Source: an optimization exercise on an open RTL-to-GDS flow (aim: small area, a short achievable clock period and few clock cycles). Production flows keep margins and buffers that such runs may drop.
The RTL was checked by simulation tests, not by an equivalence proof against the original design.

--- flow/flow/run.sh ---
#!/bin/bash
# The standard layout, except that the port buffers are plain buf_2 cells
# instead of the delay-cell buffers that buffer_ports picks by default.
# make's full output goes to flow.log in the work folder.
set -euo pipefail
bash standard.sh "BUFFER_PORTS_ARGS=-buffer_cell sky130_fd_sc_hd__buf_2" finish > flow.log 2>&1
--- flow/standard.sh ---
#!/bin/bash
# synth_recipe.tcl (not shown) runs the flow's synth.tcl, then flattens the netlist and writes it again
# the make line also repeats each setting of config.mk as NAME=value (left out here)
make -C /OpenROAD-flow-scripts/flow DESIGN_CONFIG=/design/flow/config.mk WORK_HOME=/design/flow/orfs CLKGATE_MAP_FILE= SYNTH_SCRIPT=/design/flow/synth_recipe.tcl "${@:-finish}"
--- flow/config.mk ---
export PLATFORM = sky130hd
export DESIGN_NAME = md_slow_top
export DESIGN_NICKNAME = md_slow_top
export VERILOG_FILES = /design/flow/design.v
export SDC_FILE = /design/flow/constraint.sdc
export NUM_CORES = 4
export LEC_CHECK = 0
export ABC_AREA = 1
export CAP_MARGIN = 20
export CORE_MARGIN = 2
export CORE_UTILIZATION = 45
export SETUP_SLACK_MARGIN = 2.5
export SLEW_MARGIN = 20
--- flow/constraint.sdc ---
create_clock -name core_clock -period 8.0 [get_ports {clk_i}]
set_input_delay 1.6000 -clock core_clock [delete_from_list [all_inputs] [get_ports {clk_i}]]
set_output_delay 1.6000 -clock core_clock [all_outputs]
set_load 0.01 [all_outputs]
--- flow/design.v ---
`timescale 1ns/1ps
`default_nettype none
module md_slow_top (
	input  logic        clk_i,
	input  logic        rst_ni,
	input  logic        mult_en_i,
	input  logic        div_en_i,
	input  logic [1:0]  operator_i,
	input  logic [1:0]  signed_mode_i,
	input  logic [31:0] op_a_i,
	input  logic [31:0] op_b_i,
	output logic [31:0] result_o,
	output logic        valid_o
);
	localparam logic [2:0] S_IDLE = 3'd0;
	localparam logic [2:0] S_PREP = 3'd1;
	localparam logic [2:0] S_ITER = 3'd2;
	localparam logic [2:0] S_DONE = 3'd3;
	localparam logic [2:0] S_FIX  = 3'd4;
	logic [2:0]  st_q, st_d;
	logic [4:0]  cnt_q, cnt_d;
	logic [35:0] r_q, r_d;      
	logic [31:0] l_q, l_d;      
	logic [32:0] d_q;           
	logic [11:0] x_q, x_d;      
	logic [7:0]  bs_q, bs_d;    
	logic [4:0]  asel_q, asel_d;  
	logic        outl_q, outl_d;  
	logic        sa_q;          
	logic        sb_q;          
	logic [1:0]  op_q;          
	logic en;
	logic is_div;
	logic is_mulh;
	assign en      = mult_en_i | div_en_i;
	assign is_div  = operator_i[1];
	assign is_mulh = (operator_i == 2'd1);
	logic is_div_q, is_mulh_q;
	assign is_div_q  = op_q[1];
	assign is_mulh_q = (op_q == 2'd1);
	logic        sign_a, sign_b;
	logic [31:0] xa, xb;
	logic        b_zero;
	assign sign_a = op_a_i[31] & signed_mode_i[0];
	assign sign_b = op_b_i[31] & signed_mode_i[1];
	assign xa     = op_a_i ^ {32{sign_a}};
	assign xb     = op_b_i ^ {32{sign_b}};
	assign b_zero = (op_b_i == 32'd0);
	logic [31:0] a_xs, b_xs;
	logic [3:0]  c0a, c0b, c0;
	logic        swap;
	assign a_xs = op_a_i ^ {32{op_a_i[31]}};
	assign b_xs = op_b_i ^ {32{op_b_i[31]}};
	always_comb begin
		c0a = 4'd7;
		c0b = 4'd7;
		for (int c = 6; c >= 0; c--) begin
			if ((a_xs >> (4*c+3)) == 32'd0) c0a = 4'(c);
			if ((b_xs >> (4*c+3)) == 32'd0) c0b = 4'(c);
		end
	end
	assign swap = (operator_i == 2'd0) & (c0a < c0b);
	assign c0   = swap ? c0a : c0b;
	always_ff @(posedge clk_i) begin
		d_q  <= is_div ? {1'b0, xb} : (swap ? {1'b0, op_b_i} : {sign_a, op_a_i});
		sa_q <= sign_a;
		sb_q <= sign_b;
	end
	function automatic logic [5:0] msbpos(input logic [31:0] x);
		logic [15:0] v2;
		logic [7:0]  v3;
		logic [3:0]  v4;
		logic [1:0]  v5;
		logic [15:0] p1;
		logic [15:0] p2;
		logic [11:0] p3;
		logic [7:0]  p4;
		logic [4:0]  p5;
		for (int i = 0; i < 16; i++) begin
			v2[i] = x[2*i+1] | x[2*i];
			p1[i] = x[2*i+1];
		end
		for (int i = 0; i < 8; i++) begin
			v3[i] = v2[2*i+1] | v2[2*i];
			p2[2*i +: 2] = v2[2*i+1] ? {1'b1, p1[2*i+1]} : {1'b0, p1[2*i]};
		end
		for (int i = 0; i < 4; i++) begin
			v4[i] = v3[2*i+1] | v3[2*i];
			p3[3*i +: 3] = v3[2*i+1] ? {1'b1, p2[4*i+2 +: 2]} : {1'b0, p2[4*i +: 2]};
		end
		for (int i = 0; i < 2; i++) begin
			v5[i] = v4[2*i+1] | v4[2*i];
			p4[4*i +: 4] = v4[2*i+1] ? {1'b1, p3[6*i+3 +: 3]} : {1'b0, p3[6*i +: 3]};
		end
		p5 = v5[1] ? {1'b1, p4[7:4]} : {1'b0, p4[3:0]};
		msbpos = {v5[1] | v5[0], p5};
	endfunction
	logic [5:0] pa, pb;
	logic [5:0] pdiff;
	logic       q_zero;
	assign pa     = msbpos(xa);
	assign pb     = msbpos(xb);
	assign pdiff  = {1'b0, pb[4:0]} - {1'b0, pa[4:0]};
	assign q_zero = pb[5] & (~pa[5] ? ({4'd0, sign_a} <= pb[4:0]) :
			(~pdiff[5] & (pdiff[4:0] > {4'd0, sign_a})));
	function automatic logic [2:0] booth_enc(input logic [2:0] b);
		logic one, two, neg;
		one = b[1] ^ b[0];
		two = (b[2] & ~b[1] & ~b[0]) | (~b[2] & b[1] & b[0]);
		neg = b[2] & ~(b[1] & b[0]);
		booth_enc = {neg, two, one};
	endfunction
	function automatic logic [35:0] booth_pp(input logic [32:0] a, input logic [2:0] s);
		logic [35:0] sel;
		sel = s[0] ? {{3{a[32]}}, a} : (s[1] ? {{2{a[32]}}, a, 1'b0} : 36'd0);
		booth_pp = s[2] ? ~sel : sel;
	endfunction
	logic [7:0]  bs;
	assign bs = bs_q;
	logic [35:0] pp_hi, pp_lo, acc_in, row1, cs_s, cs_c, mul_sum;
	logic [36:0] mul_sum_x;
	logic        neg_hi, cin;
	assign pp_hi  = booth_pp(d_q, bs[6:4]);
	assign pp_lo  = booth_pp(d_q, bs[3:1]);
	assign neg_hi = bs[6];
	assign cin    = bs[6] | bs[7];
	always_comb begin
		acc_in = ({36{asel_q[0]}} & {r_q[31:0], 4'd0})
		       | ({36{asel_q[1]}} & {{4{r_q[35]}}, r_q[35:4]})
		       | ({36{asel_q[2]}} & {r_q[34:0], l_q[31]})
		       | ({36{asel_q[3]}} & (r_q ^ {36{sa_q}}))
		       | ({36{asel_q[4]}} & {4'hf, ~l_q});
	end
	assign row1      = {pp_hi[33:0], neg_hi, bs[0]};
	assign cs_s      = acc_in ^ row1 ^ pp_lo;
	assign cs_c      = (acc_in & row1) | (acc_in & pp_lo) | (row1 & pp_lo);
	assign mul_sum_x = {cs_s, 1'b1} + {cs_c[34:0], neg_hi, cin};
	assign mul_sum   = mul_sum_x[36:1];
	logic qb, fix;
	assign qb  = ~mul_sum[35];
	assign fix = op_q[0] | (sa_q ^ sb_q);
	logic [36:0] bx;
	logic [4:0]  chunk_d;
	logic [4:0]  nidx;
	logic        plus1_d;
	assign bx = {{4{sign_b}}, (swap ? op_a_i : op_b_i), 1'b0};
	always_comb begin
		if (st_q == S_IDLE) nidx = is_mulh ? 5'd0 : {1'b0, c0};
		else                nidx = is_mulh_q ? cnt_q + 5'd1 : cnt_q - 5'd1;
		chunk_d = 5'd0;
		for (int c = 0; c < 9; c++) begin
			if (nidx == 5'(c)) chunk_d = bx[4*c +: 5];
		end
		plus1_d = 1'b0;
		bs_d = {plus1_d, booth_enc(chunk_d[4:2]), booth_enc(chunk_d[2:0]), 1'b0};
		bs_d[0] = bs_d[3];
		if (is_div) begin
			if (st_q == S_ITER && cnt_q == 5'd0) begin
				if (op_q[0]) bs_d = {sa_q, 3'b000, mul_sum[35] & sa_q, 1'b0, mul_sum[35],
						mul_sum[35] & (sa_q ^ sb_q)};
				else         bs_d = 8'b10000000;
			end else if (st_q == S_ITER) begin
				bs_d = {4'b0000, ~mul_sum[35], 2'b01, ~mul_sum[35] ^ sb_q};
			end else begin
				bs_d = {4'b0000, 3'b101, ~sign_b};
			end
		end
	end
	logic [6:0]  len_diff;
	logic [4:0]  j0;
	logic [31:0] rot, rmask, abs_a;
	logic [4:0]  rsh;
	logic [5:0] a_len, b_len;
	assign a_len    = (x_q[11] ? {1'b0, x_q[10:6]} + 6'd1 : 6'd0) + {5'd0, sa_q};
	assign b_len    = x_q[5] ? {1'b0, x_q[4:0]} + 6'd1 : 6'd0;
	assign len_diff = {1'b0, a_len} - {1'b0, b_len};
	assign j0       = len_diff[5] ? 5'd31 : len_diff[4:0];
	assign rsh      = j0;
	assign abs_a    = (r_q[31:0] ^ {32{sa_q}}) + {31'd0, sa_q};
	always_comb begin
		rot = {abs_a[0], abs_a[31:1]};
		if (rsh[0]) rot = {rot[0], rot[31:1]};
		if (rsh[1]) rot = {rot[1:0], rot[31:2]};
		if (rsh[2]) rot = {rot[3:0], rot[31:4]};
		if (rsh[3]) rot = {rot[7:0], rot[31:8]};
		if (rsh[4]) rot = {rot[15:0], rot[31:16]};
		for (int i = 0; i < 32; i++) begin
			rmask[i] = (6'(i) < (6'd31 - {1'b0, rsh}));
		end
	end
	logic fix_done;
	assign fix_done = (st_q == S_FIX) & op_q[0] & ~r_q[35] & ~sa_q;
	always_comb begin
		st_d   = st_q;
		cnt_d  = cnt_q;
		r_d    = r_q;
		l_d    = l_q;
		x_d    = x_q;
		outl_d = outl_q;
		if (en) begin
			case (st_q)
				S_IDLE: begin
					if (!is_div) begin
						r_d    = '0;
						outl_d = 1'b0;
						cnt_d  = is_mulh ? 5'd0 : {1'b0, c0};
						st_d   = S_ITER;
					end else begin
						r_d    = {4'd0, op_a_i};
						l_d    = {32{b_zero}};
						x_d    = {pa, pb};
						outl_d = ~operator_i[0];
						st_d   = (b_zero | q_zero) ? S_DONE : S_PREP;
					end
				end
				S_PREP: begin
					r_d   = {4'd0, rot & rmask};
					l_d   = rot & ~rmask;
					cnt_d = j0;
					st_d  = S_ITER;
				end
				S_ITER: begin
					r_d = mul_sum;
					if (!is_div_q) begin
						if (is_mulh_q) begin
							cnt_d = cnt_q + 5'd1;
							if (cnt_q == 5'd8) st_d = S_DONE;
						end else begin
							cnt_d = cnt_q - 5'd1;
							if (cnt_q == 5'd0) st_d = S_DONE;
						end
					end else begin
						l_d   = {l_q[30:0], qb};
						cnt_d = cnt_q - 5'd1;
						if (cnt_q == 5'd0) begin
							st_d   = fix ? S_FIX : S_DONE;
							outl_d = ~op_q[0] & ~fix;
						end
					end
				end
				S_FIX: begin
					outl_d = 1'b0;
					if (fix_done) begin
						st_d = S_IDLE;
					end else begin
						r_d  = mul_sum;
						st_d = S_DONE;
					end
				end
				default: begin
					st_d = S_IDLE;
				end
			endcase
		end
	end
	always_comb begin
		case (st_q)
			S_IDLE:  asel_d = {3'b000, is_mulh, ~is_div & ~is_mulh};
			S_PREP:  asel_d = 5'b00100;
			S_ITER:  asel_d = (is_div_q && cnt_q == 5'd0) ? (op_q[0] ? 5'b01000 : 5'b10000) : asel_q;
			default: asel_d = asel_q;
		endcase
	end
	always_ff @(posedge clk_i or negedge rst_ni) begin
		if (!rst_ni) begin
			st_q <= S_IDLE;
		end else begin
			st_q <= st_d;
		end
	end
	always_ff @(posedge clk_i) begin
		cnt_q  <= cnt_d;
		r_q    <= r_d;
		l_q    <= l_d;
		x_q    <= x_d;
		outl_q <= outl_d;
		if (en && st_q == S_IDLE) op_q <= operator_i;
		if (en) asel_q <= asel_d;
		if (en) bs_q <= bs_d;
	end
	assign result_o = outl_q ? l_q : r_q[31:0];
	assign valid_o  = (st_q == S_DONE) | fix_done;
endmodule
`default_nettype wire
==> impl_metrics.toml, run 1 <==
[outcome]
result_of_the_run = "no timing/DRC/antenna violations"

[placement]
gp_congestion = 1.06
dpl.hpwl_um = 64300
dpl-instance-area_mm2 = 0.0193
buffer_ports.inserted = 104
number_of_cells_in_the_design_after_placement = 3397
preCtsSetupSlack_ns = 1.62

[logic_synthesis]
yosys.area_share.xor_xnor_pct = 9.12
post-synth-top-area-fraction_pct = 16.5
synthArstFlopShare_pct = 2.16
ys_warn_count = 1
yosysSeqAreaShare_pct = 20.7
post_synth_instance_area_mm2 = 0.0184
synth.avg_cell_area_um2 = 6.43
postSynth.topFlopCell = "sky130_fd_sc_hd__edfxtp_1"
synthDominantAreaCellType = "sky130_fd_sc_hd__edfxtp_1"
syn_inst = 2866
synth-seq-cells = 139
synth_fp_nets = 3040
synthTopCellsByCount = "568 x sky130_fd_sc_hd__nand2_1, 378 x sky130_fd_sc_hd__inv_1, 356 x sky130_fd_sc_hd__o21ai_0, 219 x sky130_fd_sc_hd__nor2_1, 209 x sky130_fd_sc_hd__nand3_1"
synth.top_cells.by_area = "sky130_fd_sc_hd__edfxtp_1 16%, sky130_fd_sc_hd__nand2_1 12%, sky130_fd_sc_hd__o21ai_0 9.7%, sky130_fd_sc_hd__inv_1 7.7%, sky130_fd_sc_hd__xor2_1 6.4%"
synth-compound-area-share_pct = 22.8
synth_edf_count = 101
post_synth_num_cell_types = 68
synth_mux_area_share_pct = 0.597
synth_simple_gate_area_share_pct = 26.9
main_combinational_cell_family_by_area_after_synthesis = "simple AND/OR/NAND/NOR gates"
synth_most_common_cell = "sky130_fd_sc_hd__nand2_1"
synthAdderAreaFrac_pct = 8.47

[layout]
post_route_cells_drive_above_1_share_pct = 10.4
final_cell_count_no_fill = 3460
fill_count = 4304
area_delta_synth_final_pct = 10.3
num-nets-final = 3087
finalInstanceArea_mm2 = 0.0203

[detailed_routing]
drt_pass1_iterations = 8
drt_wl_total_um = 80400
top_layer = "met4"
drt_first_iter_violations = 2359
ant_nets = 0
route.met2.wl_um = 36000
routed_wire_length_per_instance_um = 23.2
remaining_drc_errors = 0
detail_route.wirelength.met1_um = 33400
detailroute.via_count = 20700
dr_wl_met3_um = 6780
drt-vias-per-instance = 5.97

[timing]
slew_violations = 0
hold_ws_ns = 0.603
timing.max_slew.rel_slack_pct = 35.6
finalSetupViolCount = 0
rsz0062_at_grt = "true"
worst_slew_pin_slew_ns = 0.960
totalNegativeSetupSlack_ns = 0
finClkSkew_ns = 0.0157
worst_slack_setup_final_ns = 2.81
layout_min_cycle_time_ns = 5.19
final_min_period_over_clock_period_pct = 64.9
final-hold-violation-count = 0
fmaxAchievable_ghz = 0.193

[critical_path]
critical_path_peak_fanout = 29
startpoint_type = "flop"
worstSetupPathType = "reg2reg"
worst_r2r_path_depth = 24
endpoint_of_the_lowest_slack_register_to_register_path = "r_q[11]"
required_ns = 8.19
critical_path_at_ns = 5.38
reg2reg_setup_slack_ns = 2.81
worst_setup_path_end_kind = "flop"
rr_startpoint = "x_q[0]"

[worst_hold_path]
hp-start = "st_q[2]"
holdPathEnd = "st_q[2]"
worstHoldPathType = "reg2reg"
timing.hold.worst_path_depth = 2

[cts]
htreeDepth = 4
cts.reportedPaths.clkPinSlew_ns = 0.07
worstSkewPairLatency_ns = 0.46
clockRootBuffer = "sky130_fd_sc_hd__clkbuf_16"
tritoncts = "yes"
numCtsBuffers = 17
cts.sinks = 139
cts.hold.buffers_added = 0
clock_path_buffers = 2

[global_route]
first_pass_grt_wire_length_um = 116000
gr-total-overflow = 0
vias_in_the_first_global_route = 18500
antenna_found_initial = 1
grt_start_max_net_pins = 72
grt.total_usage_pct = 37.0

[floorplanning]
chipHeight_um = 206
initial_util_pct = 45.3
chipWidth_um = 206
placementRows = 74
pin_count = 105
fp.dieArea_mm2 = 0.0426
core_region_area_mm2 = 0.0406

[run]
drv_cap = 0
-- placed cells by master, fill, tap and decap left out, types with 19 or more instances in the layout --
master,Yosys,layout
sky130_fd_sc_hd__ha_1,64,64
sky130_fd_sc_hd__o21ai_1,55,57
sky130_fd_sc_hd__nand4_1,42,42
sky130_fd_sc_hd__a21oi_1,152,151
sky130_fd_sc_hd__nand3_1,209,208
sky130_fd_sc_hd__a211oi_1,19,19
sky130_fd_sc_hd__o211ai_1,45,45
sky130_fd_sc_hd__dfxtp_1,35,34
sky130_fd_sc_hd__buf_2,22,103
sky130_fd_sc_hd__nor2_1,219,211
sky130_fd_sc_hd__fa_1,38,38
sky130_fd_sc_hd__nor2_2,12,19
sky130_fd_sc_hd__buf_4,7,50
sky130_fd_sc_hd__nand2_1,568,566
sky130_fd_sc_hd__nor3_1,31,28
sky130_fd_sc_hd__xnor2_1,44,44
sky130_fd_sc_hd__edfxtp_1,101,101
sky130_fd_sc_hd__xor2_1,135,135
sky130_fd_sc_hd__o22ai_1,59,59
sky130_fd_sc_hd__o21ai_0,356,351
sky130_fd_sc_hd__inv_1,378,371
-- metrics by stage --
| step | util (%) |
|---|---|
| after global placement | 47.4 |
| after detailed placement | 47.4 |
| after global routing | 50.0 |
| final | 50.0 |
| after CTS | 49.1 |
| after floorplan | - |
-- worst max-delay path: stages (launching register included) --
cell                       delay [ns]
sky130_fd_sc_hd__edfxtp_1        0.42
sky130_fd_sc_hd__ha_1            0.25
sky130_fd_sc_hd__a21oi_1         0.12
sky130_fd_sc_hd__o21ai_0         0.11
sky130_fd_sc_hd__ha_1            0.31
sky130_fd_sc_hd__ha_1            0.36
sky130_fd_sc_hd__a21oi_1         0.14
sky130_fd_sc_hd__nand2_1         0.10
sky130_fd_sc_hd__a21oi_1         0.13
sky130_fd_sc_hd__inv_1           0.05
sky130_fd_sc_hd__a21oi_1         0.23
sky130_fd_sc_hd__xor2_1          0.35
sky130_fd_sc_hd__nand2_4         0.25
sky130_fd_sc_hd__buf_4           0.29
sky130_fd_sc_hd__inv_4           0.25
sky130_fd_sc_hd__nand2_1         0.08
sky130_fd_sc_hd__o21ai_0         0.10
sky130_fd_sc_hd__inv_1           0.08
sky130_fd_sc_hd__nand2_1         0.06
sky130_fd_sc_hd__o21ai_1         0.12
sky130_fd_sc_hd__mux2i_1         0.27
sky130_fd_sc_hd__or2_0           0.17
sky130_fd_sc_hd__o21ai_2         0.12
sky130_fd_sc_hd__o211ai_1        0.42
sky130_fd_sc_hd__o211ai_1        0.14
-- how the worst max path moves through the flow --
stage                    start       to  slack, ns  cells past startpoint
floorplan           op_b_i[31]  st_q[1]       2.85                     25
global placement    op_b_i[31]  st_q[1]       1.65                     24
detailed placement  op_b_i[31]  st_q[1]       1.62                     24
CTS                 op_b_i[31]  st_q[1]       2.43                     24
global route           bs_q[1]  bs_q[0]       2.45                     31
finish                  x_q[0]  r_q[11]       2.81                     24
-- metal layers --
layer	global-route usage (%)	up-vias
li1	-	9733
met3	5.64	191
met2	59.4	1028
met4	16.5	0
met5	0	-
met1	49.0	9719
-- cell type report --
class | instances | area, um^2 | area share, %
clock inverter | 13 | 168 | 0.825
sequential | 139 | 3810 | 18.8
tap | 532 | 666 | 3.27
clock buffer | 19 | 433 | 2.13
multi-input combinational | 2193 | 12700 | 62.4
timing repair inverter | 3 | 15.0 | 0.0739
inverter | 399 | 1530 | 7.54
timing repair buffer | 160 | 1000 | 4.94
antenna | 2 | 5.00 | 0.0246
-- logic make-up (layout without fill, tap and decap cells) --
| kind of cell | after synthesis | after routing |
|---|---|---|
| AND/OR/NAND/NOR | 1140 | 1142 |
| AO/OA/AOI/OAI | 752 | 752 |
| buffers and inverters | 536 | 594 |
| XOR/XNOR | 186 | 186 |
| flip-flops | 139 | 139 |
| adder cells (fa/ha/maj) | 102 | 102 |
| multiplexers | 11 | 11 |
| other | 0 | 2 |
-- flip-flops by register name, indices dropped and copies added, names as in the netlist --
| register | count |
|---|---|
| x_q | 12 |
| sb_q | 1 |
| bs_q | 8 |
| d_q | 33 |
| cnt_q | 5 |
| outl_q | 1 |
| r_q | 36 |
| asel_q | 5 |
| sa_q | 1 |
| st_q | 3 |
| op_q | 2 |
| l_q | 32 |
-- what timing repair did --
action / CTS / global route
setup buffers: 3 / 20
resized for setup: 15 / 42
cloned: 1 / 4
setup endpoints to repair: 15 / 36
pin swaps: 1 / 6
Testbench counts, summed over its fixed seeds: cycles 19,363.
==> inputs of run 2 (changes only) <==
--- a/flow/config.mk
+++ b/flow/config.mk
@@ -10,4 +10,4 @@
 export CORE_MARGIN = 2
 export CORE_UTILIZATION = 45
-export SETUP_SLACK_MARGIN = 2.5
+export SETUP_SLACK_MARGIN = 3.5
 export SLEW_MARGIN = 20
==> impl_metrics.toml, run 2 <==
[placement]
gp_congestion = 1.02
buffer_ports.inserted = 104
dpl.hpwl_um = 62800
number_of_cells_in_the_design_after_placement = 3394

[logic_synthesis]
synth_most_common_cell = "sky130_fd_sc_hd__nand2_1"
synth-seq-cells = 139
synth_edf_count = 101
synthTopCellsByCount = "568 x sky130_fd_sc_hd__nand2_1, 378 x sky130_fd_sc_hd__inv_1, 356 x sky130_fd_sc_hd__o21ai_0, 219 x sky130_fd_sc_hd__nor2_1, 209 x sky130_fd_sc_hd__nand3_1"
postSynth.topFlopCell = "sky130_fd_sc_hd__edfxtp_1"
post-synth-top-area-fraction_pct = 16.5
post_synth_instance_area_mm2 = 0.0184
syn_inst = 2866
synthDominantAreaCellType = "sky130_fd_sc_hd__edfxtp_1"
synth.avg_cell_area_um2 = 6.43
ys_warn_count = 1
yosysSeqAreaShare_pct = 20.7
post_synth_num_cell_types = 68
synth_fp_nets = 3040
synthArstFlopShare_pct = 2.16
synth.top_cells.by_area = "sky130_fd_sc_hd__edfxtp_1 16%, sky130_fd_sc_hd__nand2_1 12%, sky130_fd_sc_hd__o21ai_0 9.7%, sky130_fd_sc_hd__inv_1 7.7%, sky130_fd_sc_hd__xor2_1 6.4%"

[timing]
slew_violations = 0
rsz0062_at_grt = "true"
worst_slew_pin_slew_ns = 0.934
final-hold-violation-count = 0
fmaxAchievable_ghz = 0.200
final_min_period_over_clock_period_pct = 62.3
layout_min_cycle_time_ns = 4.99
finalSetupViolCount = 0
totalNegativeSetupSlack_ns = 0
timing.max_slew.rel_slack_pct = 37.5
finClkSkew_ns = 0.0185

[floorplanning]
chipHeight_um = 206
placementRows = 74
core_region_area_mm2 = 0.0406
fp.dieArea_mm2 = 0.0426
pin_count = 105
chipWidth_um = 206
initial_util_pct = 45.3

[layout]
seqCellArea_mm2 = 0.00381
top_register = "r_q"
num-nets-final = 3267
final_cell_count_no_fill = 3639
area_delta_synth_final_pct = 28.7
most_frequent_standard_cell_in_the_layout_excluding_fill_and_tap_cells = "sky130_fd_sc_hd__nand2_1"
post_route_cells_drive_above_1_share_pct = 24.2
fill_count = 3865
largest_registers = "r_q: 36 flops, d_q: 33 flops, l_q: 32 flops"
multi_input_combinational_cell_area_mm2 = 0.0142
flip_flop_count_of_the_largest_register_after_layout = 36
layout_common_cells = "521 x sky130_fd_sc_hd__nand2_1, 346 x sky130_fd_sc_hd__inv_1, 308 x sky130_fd_sc_hd__o21ai_0"

[cts]
cts.sinks = 139
clock_path_buffers = 2
numCtsBuffers = 17
cts.reportedPaths.clkPinSlew_ns = 0.06
worstSkewPairLatency_ns = 0.47
tritoncts = "yes"
htreeDepth = 4
cts.hold.buffers_added = 0
clockRootBuffer = "sky130_fd_sc_hd__clkbuf_16"

[global_route]
grt_start_max_net_pins = 71
gr-total-overflow = 0
grt.total_usage_pct = 38.9
vias_in_the_first_global_route = 20100
antenna_found_initial = 4
first_pass_grt_wire_length_um = 123000

[worst_hold_path]
worstHoldPathType = "reg2reg"

[detailed_routing]
drt-vias-per-instance = 6.16
remaining_drc_errors = 0
drt_first_iter_violations = 3110
drt_pass1_iterations = 6
routed_wire_length_per_instance_um = 23.7
drt_wl_total_um = 86100
detailroute.via_count = 22400
ant_nets = 0

[critical_path]
worstSetupPathType = "in2reg"
cp_num_buf_inv = 8
required_ns = 8.35
path_delay_family = "compound AO/OA/AOI/OAI gates"
critical_path_at_ns = 5.34
critical_path.slowest_cell = "sky130_fd_sc_hd__o41ai_2"
startpoint_type = "input port"
worst_setup_path_end_kind = "flop"
cpPeakStageDelay_ns = 0.39
critical_path_peak_fanout = 16

[run]
drv_cap = 0

[outcome]
result_of_the_run = "no timing/DRC/antenna violations"
-- run 2: changes by cell type in the layout (fill, tap and decap cells not counted), moves of 20 or more --
| cell | delta |
|---|---|
| sky130_fd_sc_hd__buf_4 | +136 |
| sky130_fd_sc_hd__inv_1 | -25 |
| sky130_fd_sc_hd__nand2_1 | -45 |
| sky130_fd_sc_hd__nand2_2 | +36 |
| sky130_fd_sc_hd__nand3_1 | -47 |
| sky130_fd_sc_hd__nand3_2 | +42 |
| sky130_fd_sc_hd__nor2_1 | -20 |
| sky130_fd_sc_hd__o21ai_0 | -43 |
| sky130_fd_sc_hd__o21ai_2 | +42 |
-- run 2: cell type report --
cell class,count,share of cell area (%)
clock buffers,17,1.79
clock inverters,15,0.649
repair inverters,6,0.232
inverters,399,6.86
diodes,1,0.0106
well taps,532,2.81
multi-input cells,2194,59.7
flip-flops and latches,139,16.1
repair buffers,336,11.8
-- run 2: cells by family after synthesis --
group	count (synthesis)	share of synthesized area (%)
flops	139	20.7
xor+xnor	186	9.12
simple gates	1140	26.9
buf+inv	536	11.5
compound gates	752	22.8
mux	11	0.597
fa+ha+maj	102	8.47
-- run 2: through the flow --
| step | hold WS [ns] | util [%] | setup slack (ns) | area, um^2 |
|---|---|---|---|---|
| CTS | 0.591 | 54.1 | 3.29 | 22000 |
| global route | 0.615 | 58.3 | 2.81 | 23700 |
| detailed placement | 0.580 | 47.5 | 1.80 | 19300 |
| finish | 0.598 | 58.3 | 3.01 | 23700 |
| global placement | 0.565 | 47.5 | 1.92 | 19300 |
| floorplan | 0.535 | - | 3.11 | 18500 |
-- run 2: layer usage --
layer / share of wire (%) / global-route usage (%)
met1: 38 / 49.8
met2: 44 / 59.7
met3: 11 / 7.82
met4: 7.2 / 24.6
met5: 0.042 / 0
-- run 2: repair_timing --
item	CTS	global route
resized for setup	229	268
gates cloned	13	4
endpoints found under the setup margin	81	76
pin swaps	101	115
buffers inserted	128	67
-- run 2: worst paths after layout --
check                           start  slack [ns]  endpoint  cells past startpoint
max                        op_a_i[31]        3.01   st_q[1]                     27
min                           st_q[1]        0.60   st_q[1]                      1
max reg2reg                 asel_q[0]        3.30   bs_q[0]                     20
min reg2reg                   st_q[1]        0.60   st_q[1]                      1
max in group asynchronous      rst_ni        6.96   st_q[1]                      1
min in group asynchronous      rst_ni        0.93   st_q[0]                      1
-- run 2: worst register-to-register path, stage by stage (launching register included) --
cell and delay, ns:
sky130_fd_sc_hd__edfxtp_1 0.43, sky130_fd_sc_hd__buf_4 0.20, sky130_fd_sc_hd__clkinvlp_2 0.58, sky130_fd_sc_hd__o22ai_1 0.40, sky130_fd_sc_hd__a211oi_1 0.16, sky130_fd_sc_hd__fa_1 0.58
sky130_fd_sc_hd__inv_1 0.04, sky130_fd_sc_hd__ha_1 0.21, sky130_fd_sc_hd__a21oi_1 0.28, sky130_fd_sc_hd__o21a_1 0.15, sky130_fd_sc_hd__inv_1 0.05, sky130_fd_sc_hd__a221oi_1 0.45
sky130_fd_sc_hd__o21ai_4 0.21, sky130_fd_sc_hd__nand2_2 0.12, sky130_fd_sc_hd__inv_2 0.06, sky130_fd_sc_hd__o21ai_2 0.18, sky130_fd_sc_hd__nor3_1 0.06, sky130_fd_sc_hd__nor2_1 0.09
sky130_fd_sc_hd__o21ai_0 0.09, sky130_fd_sc_hd__nand2_1 0.07, sky130_fd_sc_hd__nand2_1 0.06
==> inputs of run 3 (changes only) <==
--- a/flow/config.mk
+++ b/flow/config.mk
@@ -10,4 +10,4 @@
 export CORE_MARGIN = 2
 export CORE_UTILIZATION = 45
-export SETUP_SLACK_MARGIN = 3.5
+export SETUP_SLACK_MARGIN = 3.0
 export SLEW_MARGIN = 20
==> impl_metrics.toml, run 3 <==
[outcome]
result_of_the_run = "no timing/DRC/antenna violations"

[logic_synthesis]
synth.top_cells.by_area = "sky130_fd_sc_hd__edfxtp_1 16%, sky130_fd_sc_hd__nand2_1 12%, sky130_fd_sc_hd__o21ai_0 9.7%, sky130_fd_sc_hd__inv_1 7.7%, sky130_fd_sc_hd__xor2_1 6.4%"
post_synth_instance_area_mm2 = 0.0184
synthDominantAreaCellType = "sky130_fd_sc_hd__edfxtp_1"
yosys.area_share.xor_xnor_pct = 9.12
synth_fp_nets = 3040
synth-seq-cells = 139
synthTopCellsByCount = "568 x sky130_fd_sc_hd__nand2_1, 378 x sky130_fd_sc_hd__inv_1, 356 x sky130_fd_sc_hd__o21ai_0, 219 x sky130_fd_sc_hd__nor2_1, 209 x sky130_fd_sc_hd__nand3_1"
synth_mux_area_share_pct = 0.597
post_synth_num_cell_types = 68
syn_inst = 2866
synthAdderAreaFrac_pct = 8.47
post-synth-top-area-fraction_pct = 16.5
synth_most_common_cell = "sky130_fd_sc_hd__nand2_1"
main_combinational_cell_family_by_area_after_synthesis = "simple AND/OR/NAND/NOR gates"
synth-compound-area-share_pct = 22.8
ys_warn_count = 1
postSynth.topFlopCell = "sky130_fd_sc_hd__edfxtp_1"
synth_edf_count = 101
yosysSeqAreaShare_pct = 20.7
synth_simple_gate_area_share_pct = 26.9
synthArstFlopShare_pct = 2.16
synth.avg_cell_area_um2 = 6.43

[global_route]
gr-total-overflow = 0
first_pass_grt_wire_length_um = 121000
antenna_found_initial = 2
vias_in_the_first_global_route = 19200
grt_start_max_net_pins = 71
grt.total_usage_pct = 38.9

[timing]
finalSetupViolCount = 0
slew_violations = 0
final_min_period_over_clock_period_pct = 61.0
layout_min_cycle_time_ns = 4.88
rsz0062_at_grt = "true"
worst_slack_setup_final_ns = 3.12
timing.max_slew.rel_slack_pct = 32.8
final-hold-violation-count = 0
totalNegativeSetupSlack_ns = 0
finClkSkew_ns = 0.0140
worst_slew_pin_slew_ns = 1.00
fmaxAchievable_ghz = 0.205

[detailed_routing]
routed_wire_length_per_instance_um = 24.5
drt-vias-per-instance = 6.15
drt_wl_total_um = 85900
ant_nets = 0
remaining_drc_errors = 0
drt_first_iter_violations = 2753
drt_pass1_iterations = 7
detailroute.via_count = 21600

[layout]
most_frequent_standard_cell_in_the_layout_excluding_fill_and_tap_cells = "sky130_fd_sc_hd__nand2_1"
layout_common_cells = "560 x sky130_fd_sc_hd__nand2_1, 363 x sky130_fd_sc_hd__inv_1, 335 x sky130_fd_sc_hd__o21ai_0"
area_delta_synth_final_pct = 14.9
flip_flop_count_of_the_largest_register_after_layout = 36
largest_registers = "r_q: 36 flops, d_q: 33 flops, l_q: 32 flops"
top_register = "r_q"
fill_count = 4142
num-nets-final = 3135
post_route_cells_drive_above_1_share_pct = 13.8
final_core_util_pct = 52.1
final_cell_count_no_fill = 3507

[cts]
tritoncts = "yes"
cts.sinks = 139
htreeDepth = 4
worstSkewPairLatency_ns = 0.48
cts.reportedPaths.clkPinSlew_ns = 0.06
clockRootBuffer = "sky130_fd_sc_hd__clkbuf_16"
numCtsBuffers = 17
cts.hold.buffers_added = 0
clock_path_buffers = 2

[critical_path]
worst_setup_path_end_kind = "flop"
cpPeakStageDelay_ns = 0.41
worstSetupPathType = "in2reg"
startpoint_type = "input port"
critical_path_peak_fanout = 33
path_delay_family = "compound AO/OA/AOI/OAI gates"
cp_num_buf_inv = 5
critical_path_at_ns = 5.25
critical_path.slowest_cell = "sky130_fd_sc_hd__fa_1"
rr_startpoint = "x_q[6]"
reg2reg_setup_slack_ns = 3.21
endpoint_of_the_lowest_slack_register_to_register_path = "r_q[24]"
required_ns = 8.37
worst_r2r_path_depth = 23
path_cells = "buf_6 > nand2_1 > buf_8 > nor2_1 > inv_1 > o21ai_0 > inv_1 > nor2_1 > nand2_1 > inv_1 > nor2_2 > nand2_1 > nand3_1 > ha_1 > fa_1 > xor2_1 > o211ai_1 > nor2_1 > a31oi_1 > o21ai_2 > a41oi_4 > o41ai_2 > a21oi_1 > a21o_1"

[worst_hold_path]
hp-start = "st_q[1]"
timing.hold.worst_path_depth = 1
holdPathEnd = "st_q[1]"
worstHoldPathType = "reg2reg"

[floorplanning]
core_region_area_mm2 = 0.0406
chipHeight_um = 206
pin_count = 105
placementRows = 74
fp.dieArea_mm2 = 0.0426
initial_util_pct = 45.3
chipWidth_um = 206

[placement]
gp_congestion = 1.05
preCtsSetupSlack_ns = 1.69
number_of_cells_in_the_design_after_placement = 3396
buffer_ports.inserted = 104
dpl.hpwl_um = 66700

[run]
drv_cap = 0
## run 3: cell types whose count changed in the layout (fill, tap and decap cells not counted), sizes merged
cell	previous run	this run
buf	328	195
bufbuf	5	0
bufinv	1	2
clkbuf	20	24
clkinv	8	10
clkinvlp	24	17
inv	387	390
nand2	585	588
## run 3: final cells by class
class / count / area [um^2] / share of cell area [%]
Clock buffer: 17 / 425 / 2.01
Tap cell: 532 / 666 / 3.14
Inverter: 399 / 1550 / 7.33
Timing Repair inverter: 5 / 30.0 / 0.142
Sequential cell: 139 / 3810 / 18.0
Clock inverter: 15 / 166 / 0.786
Antenna cell: 1 / 2.50 / 0.0118
Timing Repair Buffer: 202 / 1520 / 7.20
Multi-Input combinational cell: 2197 / 13000 / 61.4
## run 3: logic make-up (layout without fill, tap and decap cells)
group	after synthesis	count (layout)
XOR/XNOR	186	186
AO/OA/AOI/OAI	752	752
AND/OR/NAND/NOR	1140	1146
other	0	1
multiplexers	11	11
buffers and inverters	536	638
adder cells (fa/ha/maj)	102	102
flip-flops	139	139
## run 3: worst max-delay path by stage
stage                     startpoint  slack, ns       to  cells after the start
floorplan                 op_b_i[31]       3.02  st_q[1]                     25
global placement          op_b_i[31]       1.76  bs_q[4]                     24
detailed placement        op_b_i[31]       1.69  bs_q[4]                     24
CTS                 signed_mode_i[1]       3.00  st_q[1]                     26
global route              op_a_i[31]       2.86  st_q[1]                     24
finish                    op_a_i[31]       3.12  st_q[1]                     24
## run 3: metal layers
layer,share of wire [%],global-route usage (%)
met1,40,50.9
met3,9.8,8.22
met4,6.4,21.2
met2,44,59.8
met5,0.015,0
## run 3: through the flow
stage | cell area [um^2] | hold slack [ns]
3_3_place_gp | 19300 | 0.573
3_5_place_dp | 19300 | 0.585
4_1_cts | 20300 | 0.600
5_1_grt | 21200 | 0.616
6_report | 21200 | 0.603
2_1_floorplan | 18400 | 0.535
## run 3: timing repair
action | CTS | global route
cloned | 6 | 9
setup endpoints to repair | 66 | 72
setup buffers | 15 | 47
endpoints found under the hold margin | 0 | 0
resized for setup | 60 | 116
pin swaps | 10 | 29
==> inputs of run 4 (changes only) <==
--- a/flow/config.mk
+++ b/flow/config.mk
@@ -9,5 +9,5 @@
 export CAP_MARGIN = 20
 export CORE_MARGIN = 2
-export CORE_UTILIZATION = 45
+export CORE_UTILIZATION = 55
 export SETUP_SLACK_MARGIN = 3.0
 export SLEW_MARGIN = 20
==> impl_metrics.toml, run 4 <==
[outcome]
result_of_the_run = "no timing/DRC/antenna violations"

[timing]
timing.max_slew.rel_slack_pct = 32.5
final_min_period_over_clock_period_pct = 61.6
finClkSkew_ns = 0.0129
worst_slew_pin_slew_ns = 1.01
finalSetupViolCount = 0
final-hold-violation-count = 0
totalNegativeSetupSlack_ns = 0
slew_violations = 0
layout_min_cycle_time_ns = 4.93
fmaxAchievable_ghz = 0.203
rsz0062_at_grt = "true"

[placement]
buffer_ports.inserted = 104
gp_congestion = 1.05
number_of_cells_in_the_design_after_placement = 3306
dpl.hpwl_um = 61000

[critical_path]
critical_path.slowest_cell = "sky130_fd_sc_hd__clkinvlp_2"
path_delay_family = "compound AO/OA/AOI/OAI gates"
worst_setup_path_end_kind = "flop"
rr_startpoint = "asel_q[0]"
startpoint_type = "flop"
worstSetupPathType = "reg2reg"
critical_path_at_ns = 5.13
most_common_cell_type_on_the_critical_path = "sky130_fd_sc_hd__nand2_1"
cpPeakStageDelay_ns = 0.74
required_ns = 8.21
cp_num_buf_inv = 4
crit_start = "asel_q[0]"
critical_path_peak_fanout = 16
path_cells = "clkinvlp_2 > o22ai_1 > a211oi_1 > fa_1 > inv_1 > ha_1 > nand2_1 > o21a_1 > inv_1 > a221oi_1 > o21ai_4 > nand2_1 > inv_1 > o21ai_2 > nor3_1 > nor2_1 > o21ai_0 > nand2_1 > nand2_1"

[detailed_routing]
drt_first_iter_violations = 3139
detailroute.via_count = 21700
drt_pass1_iterations = 7
drt-vias-per-instance = 6.35
drt_wl_total_um = 79900
ant_nets = 0
routed_wire_length_per_instance_um = 23.4
remaining_drc_errors = 0

[logic_synthesis]
synth-seq-cells = 139
synth_edf_count = 101
synth.top_cells.by_area = "sky130_fd_sc_hd__edfxtp_1 16%, sky130_fd_sc_hd__nand2_1 12%, sky130_fd_sc_hd__o21ai_0 9.7%, sky130_fd_sc_hd__inv_1 7.7%, sky130_fd_sc_hd__xor2_1 6.4%"
syn_inst = 2866
synthDominantAreaCellType = "sky130_fd_sc_hd__edfxtp_1"
ys_warn_count = 1
post-synth-top-area-fraction_pct = 16.5
post_synth_instance_area_mm2 = 0.0184
synth_most_common_cell = "sky130_fd_sc_hd__nand2_1"
synth_fp_nets = 3040
postSynth.topFlopCell = "sky130_fd_sc_hd__edfxtp_1"
yosysSeqAreaShare_pct = 20.7
post_synth_num_cell_types = 68
synth.avg_cell_area_um2 = 6.43
synthTopCellsByCount = "568 x sky130_fd_sc_hd__nand2_1, 378 x sky130_fd_sc_hd__inv_1, 356 x sky130_fd_sc_hd__o21ai_0, 219 x sky130_fd_sc_hd__nor2_1, 209 x sky130_fd_sc_hd__nand3_1"
synthArstFlopShare_pct = 2.16

[layout]
top_register = "r_q"
multi_input_combinational_cell_area_mm2 = 0.0130
most_frequent_standard_cell_in_the_layout_excluding_fill_and_tap_cells = "sky130_fd_sc_hd__nand2_1"
flip_flop_count_of_the_largest_register_after_layout = 36
fill_count = 3033
largest_registers = "r_q: 36 flops, d_q: 33 flops, l_q: 32 flops"
seqCellArea_mm2 = 0.00381
post_route_cells_drive_above_1_share_pct = 14.1
num-nets-final = 3130
final_cell_count_no_fill = 3418
layout_common_cells = "558 x sky130_fd_sc_hd__nand2_1, 358 x sky130_fd_sc_hd__inv_1, 339 x sky130_fd_sc_hd__o21ai_0"
area_delta_synth_final_pct = 14.7

[global_route]
first_pass_grt_wire_length_um = 115000
vias_in_the_first_global_route = 19300
antenna_found_initial = 2
grt.total_usage_pct = 43.0
gr-total-overflow = 0
grt_start_max_net_pins = 72

[floorplanning]
pin_count = 105
initial_util_pct = 55.4
fp.dieArea_mm2 = 0.0350
core_region_area_mm2 = 0.0333
chipWidth_um = 187
chipHeight_um = 187
placementRows = 67

[cts]
tritoncts = "yes"
cts.reportedPaths.clkPinSlew_ns = 0.07
clockRootBuffer = "sky130_fd_sc_hd__clkbuf_16"
cts.hold.buffers_added = 0
worstSkewPairLatency_ns = 0.45
numCtsBuffers = 17
cts.sinks = 139
htreeDepth = 4
clock_path_buffers = 2

[worst_hold_path]
hp-start = "st_q[1]"
worstHoldPathType = "reg2reg"

[run]
drv_cap = 0
## run 4: worst paths after layout
| kind | endpoint | slack [ns] | cells past startpoint |
|---|---|---|---|
| setup / recovery | bs_q[0] | 3.07 | 19 |
| hold / removal | st_q[1] | 0.60 | 1 |
| setup reg to reg | bs_q[0] | 3.07 | 19 |
| hold reg to reg | st_q[1] | 0.60 | 1 |
| max in group asynchronous | st_q[2] | 6.95 | 1 |
| min in group asynchronous | st_q[0] | 0.93 | 1 |
## run 4: timing repair
| action | 4_1_cts | 5_1_grt |
|---|---|---|
| setup endpoints to repair | 31 | 60 |
| buffers inserted | 10 | 56 |
| gates cloned | 5 | 6 |
| pin swaps | 8 | 36 |
| resized for setup | 62 | 121 |
## run 4: cell type report
type,instances,share of cell area [%]
Multi-Input combinational cell,2195,61.7
Inverter,399,7.52
Timing Repair Buffer,200,7.02
Sequential cell,139,18.0
Tap cell,448,2.65
Antenna cell,1,0.0118
Timing Repair inverter,4,0.107
Clock buffer,19,2.05
Clock inverter,13,0.906
## run 4: worst register-to-register path: stages (launching register included)
cell and delay, ns:
sky130_fd_sc_hd__edfxtp_1 0.58, sky130_fd_sc_hd__clkinvlp_2 0.75, sky130_fd_sc_hd__o22ai_1 0.38, sky130_fd_sc_hd__a211oi_1 0.15, sky130_fd_sc_hd__fa_1 0.58, sky130_fd_sc_hd__inv_1 0.05, sky130_fd_sc_hd__ha_1 0.35, sky130_fd_sc_hd__nand2_1 0.15
sky130_fd_sc_hd__o21a_1 0.14, sky130_fd_sc_hd__inv_1 0.06, sky130_fd_sc_hd__a221oi_1 0.53, sky130_fd_sc_hd__o21ai_4 0.17, sky130_fd_sc_hd__nand2_1 0.11, sky130_fd_sc_hd__inv_1 0.07, sky130_fd_sc_hd__o21ai_2 0.19, sky130_fd_sc_hd__nor3_1 0.07
sky130_fd_sc_hd__nor2_1 0.10, sky130_fd_sc_hd__o21ai_0 0.10, sky130_fd_sc_hd__nand2_1 0.10, sky130_fd_sc_hd__nand2_1 0.06
## run 4: kinds of logic after synthesis
logic type,synth area share [%]
and+or+nand+nor,26.9
AOI/OAI and AO/OA,22.8
buffers and inverters,11.5
xor gates and xnor gates,9.12
DFF,20.7
adders and majority gates,8.47
muxes,0.597
## run 4: through the flow
stage / instance area (um^2) / util [%] / setup slack, ns / hold WS [ns]
3_5_place_dp: 19100 / 57.4 / 1.53 / 0.571
4_1_cts: 20100 / 60.4 / 2.96 / 0.597
3_3_place_gp: 19100 / 57.4 / 1.83 / 0.560
5_1_grt: 21100 / 63.5 / 2.90 / 0.624
6_report: 21100 / 63.5 / 3.07 / 0.599
2_1_floorplan: 18400 / - / 3.02 / 0.535
## run 4: routing by layer
metal	part of all wire, %	GRT usage [%]	vias to the layer above	wire, um
li1	-	-	9815	-
met1	36	54.2	9853	28800
met2	43	67.3	1667	34700
met3	12	8.41	358	9900
met4	8.2	28.0	2	6590
met5	0.014	0	-	11
==> inputs of run 5 (changes only) <==
--- a/flow/config.mk
+++ b/flow/config.mk
@@ -9,5 +9,5 @@
 export CAP_MARGIN = 20
 export CORE_MARGIN = 2
-export CORE_UTILIZATION = 55
+export CORE_UTILIZATION = 25
 export SETUP_SLACK_MARGIN = 3.0
 export SLEW_MARGIN = 20
==> impl_metrics.toml, run 5 <==
[logic_synthesis]
post_synth_num_cell_types = 68
ys_warn_count = 1
postSynth.topFlopCell = "sky130_fd_sc_hd__edfxtp_1"
synth_edf_count = 101
synth-seq-cells = 139
synth_most_common_cell = "sky130_fd_sc_hd__nand2_1"
synthTopCellsByCount = "568 x sky130_fd_sc_hd__nand2_1, 378 x sky130_fd_sc_hd__inv_1, 356 x sky130_fd_sc_hd__o21ai_0, 219 x sky130_fd_sc_hd__nor2_1, 209 x sky130_fd_sc_hd__nand3_1"
synth.top_cells.by_area = "sky130_fd_sc_hd__edfxtp_1 16%, sky130_fd_sc_hd__nand2_1 12%, sky130_fd_sc_hd__o21ai_0 9.7%, sky130_fd_sc_hd__inv_1 7.7%, sky130_fd_sc_hd__xor2_1 6.4%"
yosysSeqAreaShare_pct = 20.7
post_synth_instance_area_mm2 = 0.0184
syn_inst = 2866
post-synth-top-area-fraction_pct = 16.5
synthArstFlopShare_pct = 2.16
synth.avg_cell_area_um2 = 6.43
synthDominantAreaCellType = "sky130_fd_sc_hd__edfxtp_1"
synth_fp_nets = 3040

[critical_path]
worstSetupPathType = "in2reg"
cp_num_buf_inv = 3
cpPeakStageDelay_ns = 0.39
worst_setup_path_end_kind = "flop"
critical_path.slowest_cell = "sky130_fd_sc_hd__fa_1"
path_delay_family = "compound AO/OA/AOI/OAI gates"
most_common_cell_type_on_the_critical_path = "sky130_fd_sc_hd__nor2_1"
required_ns = 8.35
startpoint_type = "input port"
critical_path_at_ns = 5.24
critical_path_peak_fanout = 14

[detailed_routing]
drt_pass1_iterations = 7
drt_wl_total_um = 81600
remaining_drc_errors = 0
drt-vias-per-instance = 5.31
routed_wire_length_per_instance_um = 20.9
detailroute.via_count = 20700
ant_nets = 0
drt_first_iter_violations = 2372

[run]
drv_cap = 0

[cts]
clockRootBuffer = "sky130_fd_sc_hd__clkbuf_16"
worstSkewPairLatency_ns = 0.47
cts.reportedPaths.clkPinSlew_ns = 0.06
numCtsBuffers = 17
tritoncts = "yes"
cts.sinks = 139
clock_path_buffers = 2
htreeDepth = 4
cts.hold.buffers_added = 0

[placement]
buffer_ports.inserted = 104
gp_congestion = 1.02
dpl.hpwl_um = 63800
preCtsSetupSlack_ns = 1.86

[global_route]
first_pass_grt_wire_length_um = 118000
antenna_found_initial = 1
grt_start_max_net_pins = 65
grt.total_usage_pct = 20.8
gr-total-overflow = 0
vias_in_the_first_global_route = 18500

[timing]
worst_slack_setup_final_ns = 3.11
timing.max_slew.rel_slack_pct = 21.6
finClkSkew_ns = 0.0134
worst_slew_pin_slew_ns = 1.17
finalSetupViolCount = 0
slew_violations = 0
rsz0062_at_grt = "true"
totalNegativeSetupSlack_ns = 0
fmaxAchievable_ghz = 0.205
final_min_period_over_clock_period_pct = 61.1
layout_min_cycle_time_ns = 4.89
final-hold-violation-count = 0

[floorplanning]
fp.dieArea_mm2 = 0.0759
chipWidth_um = 276
placementRows = 99
core_region_area_mm2 = 0.0730
pin_count = 105
chipHeight_um = 276
initial_util_pct = 25.3

[layout]
largest_registers = "r_q: 36 flops, d_q: 33 flops, l_q: 32 flops"
area_delta_synth_final_pct = 15.4
flip_flop_count_of_the_largest_register_after_layout = 36
most_frequent_standard_cell_in_the_layout_excluding_fill_and_tap_cells = "sky130_fd_sc_hd__nand2_1"
post_route_cells_drive_above_1_share_pct = 12.6
layout_common_cells = "562 x sky130_fd_sc_hd__nand2_1, 364 x sky130_fd_sc_hd__inv_1, 340 x sky130_fd_sc_hd__o21ai_0"
top_register = "r_q"
num-nets-final = 3110

[outcome]
result_of_the_run = "no timing/DRC/antenna violations"

[worst_hold_path]
worstHoldPathType = "reg2reg"
-- run 5: cell counts after synthesis --
No cell type changed its count.
-- run 5: layout make-up --
class | count | area [um^2]
clock inverter | 11 | 77.6
tap | 959 | 1200
clock buffer | 21 | 484
inverter | 399 | 1560
timing repair buffer | 180 | 1240
fill | 8028 | 51700
timing repair inverter | 4 | 22.5
antenna | 1 | 2.50
multi-input combinational | 2195 | 12900
sequential | 139 | 3810
-- run 5: per-layer routing --
metal | track usage, % | routed length [um] | part of all wire (%) | vias up
met5 | 0 | 0 | 0 | -
met4 | 9.90 | 4360 | 5.3 | 0
met3 | 3.96 | 7710 | 9.4 | 192
met2 | 32.2 | 35500 | 44 | 1114
met1 | 27.7 | 34000 | 42 | 9652
li1 | - | - | - | 9783
-- run 5: through the flow --
step,instances,util (%),area (um^2),hold WS [ns]
after CTS,3869,28.2,20500,0.594
after detailed placement,3820,27.1,19800,0.579
after global routing,3908,29.2,21300,0.637
after floorplan,2866,-,18400,0.535
final,3909,29.2,21300,0.613
after global placement,3820,27.1,19800,0.568
-- run 5: repair_timing --
item                       CTS  global route
setup endpoints to repair   38            62
buffers inserted            12            34
gates cloned                 5             4
gates resized for setup     24           110
pin swaps                    2            19
hold endpoints to repair     0             0
-- run 5: cells by family after synthesis --
logic type	Yosys count	synth area share, %
AND/OR/NAND/NOR	1140	26.9
AO/OA/AOI/OAI	752	22.8
buffers and inverters	536	11.5
XOR/XNOR	186	9.12
flip-flops	139	20.7
adder cells (fa/ha/maj)	102	8.47
multiplexers	11	0.597
-- run 5: path summary, 6_finish.rpt --
check	slack, ns	end	startpoint	cells past startpoint
worst max-delay path	3.11	st_q[1]	op_b_i[31]	25
worst min-delay path	0.61	st_q[1]	st_q[1]	1
worst max register to register	3.30	l_q[18]	x_q[6]	21
worst min register to register	0.61	st_q[1]	st_q[1]	1
max in group asynchronous	6.90	st_q[1]	rst_ni	1
min in group asynchronous	0.95	st_q[2]	rst_ni	1
==> inputs of run 6 (changes only) <==
--- a/flow/config.mk
+++ b/flow/config.mk
@@ -9,5 +9,5 @@
 export CAP_MARGIN = 20
 export CORE_MARGIN = 2
-export CORE_UTILIZATION = 25
+export CORE_UTILIZATION = 35
 export SETUP_SLACK_MARGIN = 3.0
 export SLEW_MARGIN = 20
==> impl_metrics.toml, run 6 <==
[timing]
final-hold-violation-count = 0
worst_slack_setup_final_ns = 3.24
fmaxAchievable_ghz = 0.210
finClkSkew_ns = 0.0262
timing.max_slew.rel_slack_pct = 22.3
layout_min_cycle_time_ns = 4.76
rsz0062_at_grt = "false"
finalSetupViolCount = 0
slew_violations = 0
totalNegativeSetupSlack_ns = 0
worst_slew_pin_slew_ns = 1.16
final_min_period_over_clock_period_pct = 59.5

[logic_synthesis]
post_synth_num_cell_types = 68
synth_most_common_cell = "sky130_fd_sc_hd__nand2_1"
syn_inst = 2866
post-synth-top-area-fraction_pct = 16.5
synth-seq-cells = 139
ys_warn_count = 1
yosysSeqAreaShare_pct = 20.7
synth_fp_nets = 3040
post_synth_instance_area_mm2 = 0.0184
postSynth.topFlopCell = "sky130_fd_sc_hd__edfxtp_1"
synthArstFlopShare_pct = 2.16
synth.top_cells.by_area = "sky130_fd_sc_hd__edfxtp_1 16%, sky130_fd_sc_hd__nand2_1 12%, sky130_fd_sc_hd__o21ai_0 9.7%, sky130_fd_sc_hd__inv_1 7.7%, sky130_fd_sc_hd__xor2_1 6.4%"
synth_edf_count = 101
synthTopCellsByCount = "568 x sky130_fd_sc_hd__nand2_1, 378 x sky130_fd_sc_hd__inv_1, 356 x sky130_fd_sc_hd__o21ai_0, 219 x sky130_fd_sc_hd__nor2_1, 209 x sky130_fd_sc_hd__nand3_1"
synth.avg_cell_area_um2 = 6.43
synthDominantAreaCellType = "sky130_fd_sc_hd__edfxtp_1"

[global_route]
gr-total-overflow = 0
grt.total_usage_pct = 28.9
antenna_found_initial = 1
vias_in_the_first_global_route = 18300
first_pass_grt_wire_length_um = 116000
grt_start_max_net_pins = 72

[placement]
number_of_cells_in_the_design_after_placement = 3551
preCtsSetupSlack_ns = 1.94
gp_congestion = 1.02
buffer_ports.inserted = 104
dpl.hpwl_um = 62700

[critical_path]
cpPeakStageDelay_ns = 0.35
required_ns = 8.20
critical_path_peak_fanout = 17
path_delay_family = "simple AND/OR/NAND/NOR gates"
critical_path_at_ns = 4.96
worst_setup_path_end_kind = "flop"
startpoint_type = "input port"
worstSetupPathType = "in2reg"
critical_path.slowest_cell = "sky130_fd_sc_hd__nor2_4"
cp_num_buf_inv = 6

[detailed_routing]
routed_wire_length_per_instance_um = 22.0
drt_pass1_iterations = 9
drt_first_iter_violations = 2754
drt-vias-per-instance = 5.66
remaining_drc_errors = 0
ant_nets = 0
drt_wl_total_um = 80000
detailroute.via_count = 20600

[layout]
num-nets-final = 3105
diodes = 0
most_frequent_standard_cell_in_the_layout_excluding_fill_and_tap_cells = "sky130_fd_sc_hd__nand2_1"
flip_flop_count_of_the_largest_register_after_layout = 36
final_cell_count_no_fill = 3632
largest_registers = "r_q: 36 flops, d_q: 33 flops, l_q: 32 flops"
post_route_cells_drive_above_1_share_pct = 12.2
layout_common_cells = "563 x sky130_fd_sc_hd__nand2_1, 369 x sky130_fd_sc_hd__inv_1, 342 x sky130_fd_sc_hd__o21ai_0"
area_delta_synth_final_pct = 13.2
fill_count = 5754
top_register = "r_q"

[floorplanning]
initial_util_pct = 35.2
placementRows = 84
pin_count = 105
fp.dieArea_mm2 = 0.0545
chipHeight_um = 233
chipWidth_um = 233
core_region_area_mm2 = 0.0523

[worst_hold_path]
worstHoldPathType = "reg2reg"

[cts]
cts.sinks = 139
cts.hold.buffers_added = 0
worstSkewPairLatency_ns = 0.50
clock_path_buffers = 2
htreeDepth = 4
numCtsBuffers = 17
clockRootBuffer = "sky130_fd_sc_hd__clkbuf_16"
cts.reportedPaths.clkPinSlew_ns = 0.06
tritoncts = "yes"

[outcome]
result_of_the_run = "no timing/DRC/antenna violations"

[run]
drv_cap = 0
[run 6: worst reg2reg max path, cell delays in order (launching register included)]
cell and delay, ns:
sky130_fd_sc_hd__edfxtp_1 0.41, sky130_fd_sc_hd__ha_1 0.24, sky130_fd_sc_hd__a21oi_1 0.12, sky130_fd_sc_hd__o21ai_0 0.12, sky130_fd_sc_hd__ha_1 0.31, sky130_fd_sc_hd__ha_1 0.35, sky130_fd_sc_hd__a21oi_1 0.15, sky130_fd_sc_hd__nand2_1 0.09
sky130_fd_sc_hd__a21oi_1 0.14, sky130_fd_sc_hd__inv_1 0.09, sky130_fd_sc_hd__a21oi_4 0.18, sky130_fd_sc_hd__xor2_2 0.25, sky130_fd_sc_hd__nand2_4 0.21, sky130_fd_sc_hd__clkinv_1 0.09, sky130_fd_sc_hd__buf_4 0.35, sky130_fd_sc_hd__o21ai_0 0.30
sky130_fd_sc_hd__o21ai_1 0.31, sky130_fd_sc_hd__nand2_1 0.09, sky130_fd_sc_hd__o21ai_1 0.18, sky130_fd_sc_hd__nand2_1 0.13, sky130_fd_sc_hd__o2111ai_1 0.21, sky130_fd_sc_hd__nand3_1 0.16
[run 6: final timing paths]
| kind | startpoint | endpoint | slack, ns | cells past startpoint |
|---|---|---|---|---|
| max in group asynchronous | rst_ni | st_q[1] | 6.98 | 1 |
| setup / recovery | op_b_i[31] | bs_q[4] | 3.24 | 25 |
| hold reg to reg | st_q[1] | st_q[1] | 0.60 | 1 |
| hold / removal | st_q[1] | st_q[1] | 0.60 | 1 |
| setup reg to reg | x_q[0] | r_q[2] | 3.25 | 21 |
| min in group asynchronous | rst_ni | st_q[2] | 0.91 | 1 |
[run 6: area by class of cell]
| class | count | area, um^2 | area share (%) |
|---|---|---|---|
| Sequential cell | 139 | 3810 | 18.3 |
| Inverter | 399 | 1550 | 7.41 |
| Tap cell | 688 | 861 | 4.13 |
| Timing Repair inverter | 2 | 10.0 | 0.0480 |
| Clock buffer | 17 | 425 | 2.04 |
| Timing Repair Buffer | 177 | 1190 | 5.71 |
| Multi-Input combinational cell | 2195 | 12900 | 61.8 |
| Clock inverter | 15 | 118 | 0.564 |
[run 6: kinds of logic after synthesis]
family,Yosys count,share of synthesized area (%)
flops,139,20.7
fa+ha+maj,102,8.47
buf+inv,536,11.5
mux,11,0.597
compound gates,752,22.8
simple gates,1140,26.9
xor+xnor,186,9.12
[run 6: what timing repair did]
action                     4_1_cts  5_1_grt
gates resized for setup         43       75
pin swaps                        6       21
buffers inserted                15       26
gates cloned                     3        4
setup endpoints to repair       36       74
[run 6: per-layer routing]
metal | GRT usage (%) | share of wire [%] | vias up
li1 | - | - | 9765
met1 | 39.4 | 42 | 9482
met2 | 44.2 | 44 | 1117
met3 | 5.27 | 9.8 | 201
met4 | 13.2 | 4.7 | 0
met5 | 0 | 0 | -
[run 6: per-stage QoR]
stage / utilization (%) / hold slack (ns) / instance area [um^2]
2_1_floorplan: - / 0.535 / 18400
5_1_grt: 39.9 / 0.617 / 20900
4_1_cts: 38.8 / 0.597 / 20300
6_report: 39.9 / 0.601 / 20900
3_3_place_gp: 37.2 / 0.582 / 19500
3_5_place_dp: 37.2 / 0.579 / 19500

[afterwards: timing with drivers on the ports]
In the flow no input, the clock included, has a driving cell. The finished layouts below were timed again as built, in two steps. Step 1 (the two cells are an assumption about what drives the block):
set clk [get_ports {clk_i}]
set_driving_cell -lib_cell sky130_fd_sc_hd__clkbuf_16 $clk
set_driving_cell -lib_cell sky130_fd_sc_hd__buf_2 [delete_from_list [all_inputs] $clk]
Step 2, shift: input delay + t, output delay - t, t = (earliest + latest rising clock arrival at the registers) / 2. This alone moves slack from input paths to output paths. Slacks: ideal ports / drivers / drivers and shift; pairs: ideal ports / drivers.
run	t (ns)	setup WS [ns]	clock arrival spread, ns	cell pins on the clock port's net
run 1	0.508	2.808 / 2.808 / 2.351	0.018 / 0.018	1
run 2	0.521	3.012 / 3.010 / 2.489	0.020 / 0.020	1
run 3	0.532	3.121 / 3.127 / 2.594	0.014 / 0.015	1
run 4	0.504	3.073 / 3.073 / 2.658	0.013 / 0.013	1
run 5	0.522	3.111 / 3.120 / 2.598	0.014 / 0.013	1
run 6	0.538	3.242 / 3.233 / 2.695	0.026 / 0.026	1
After both steps setup and hold are still met in every run listed. The setup slack of run 6, which loses most, moves by -0.009 ns with the drivers and by -0.547 ns with both steps.
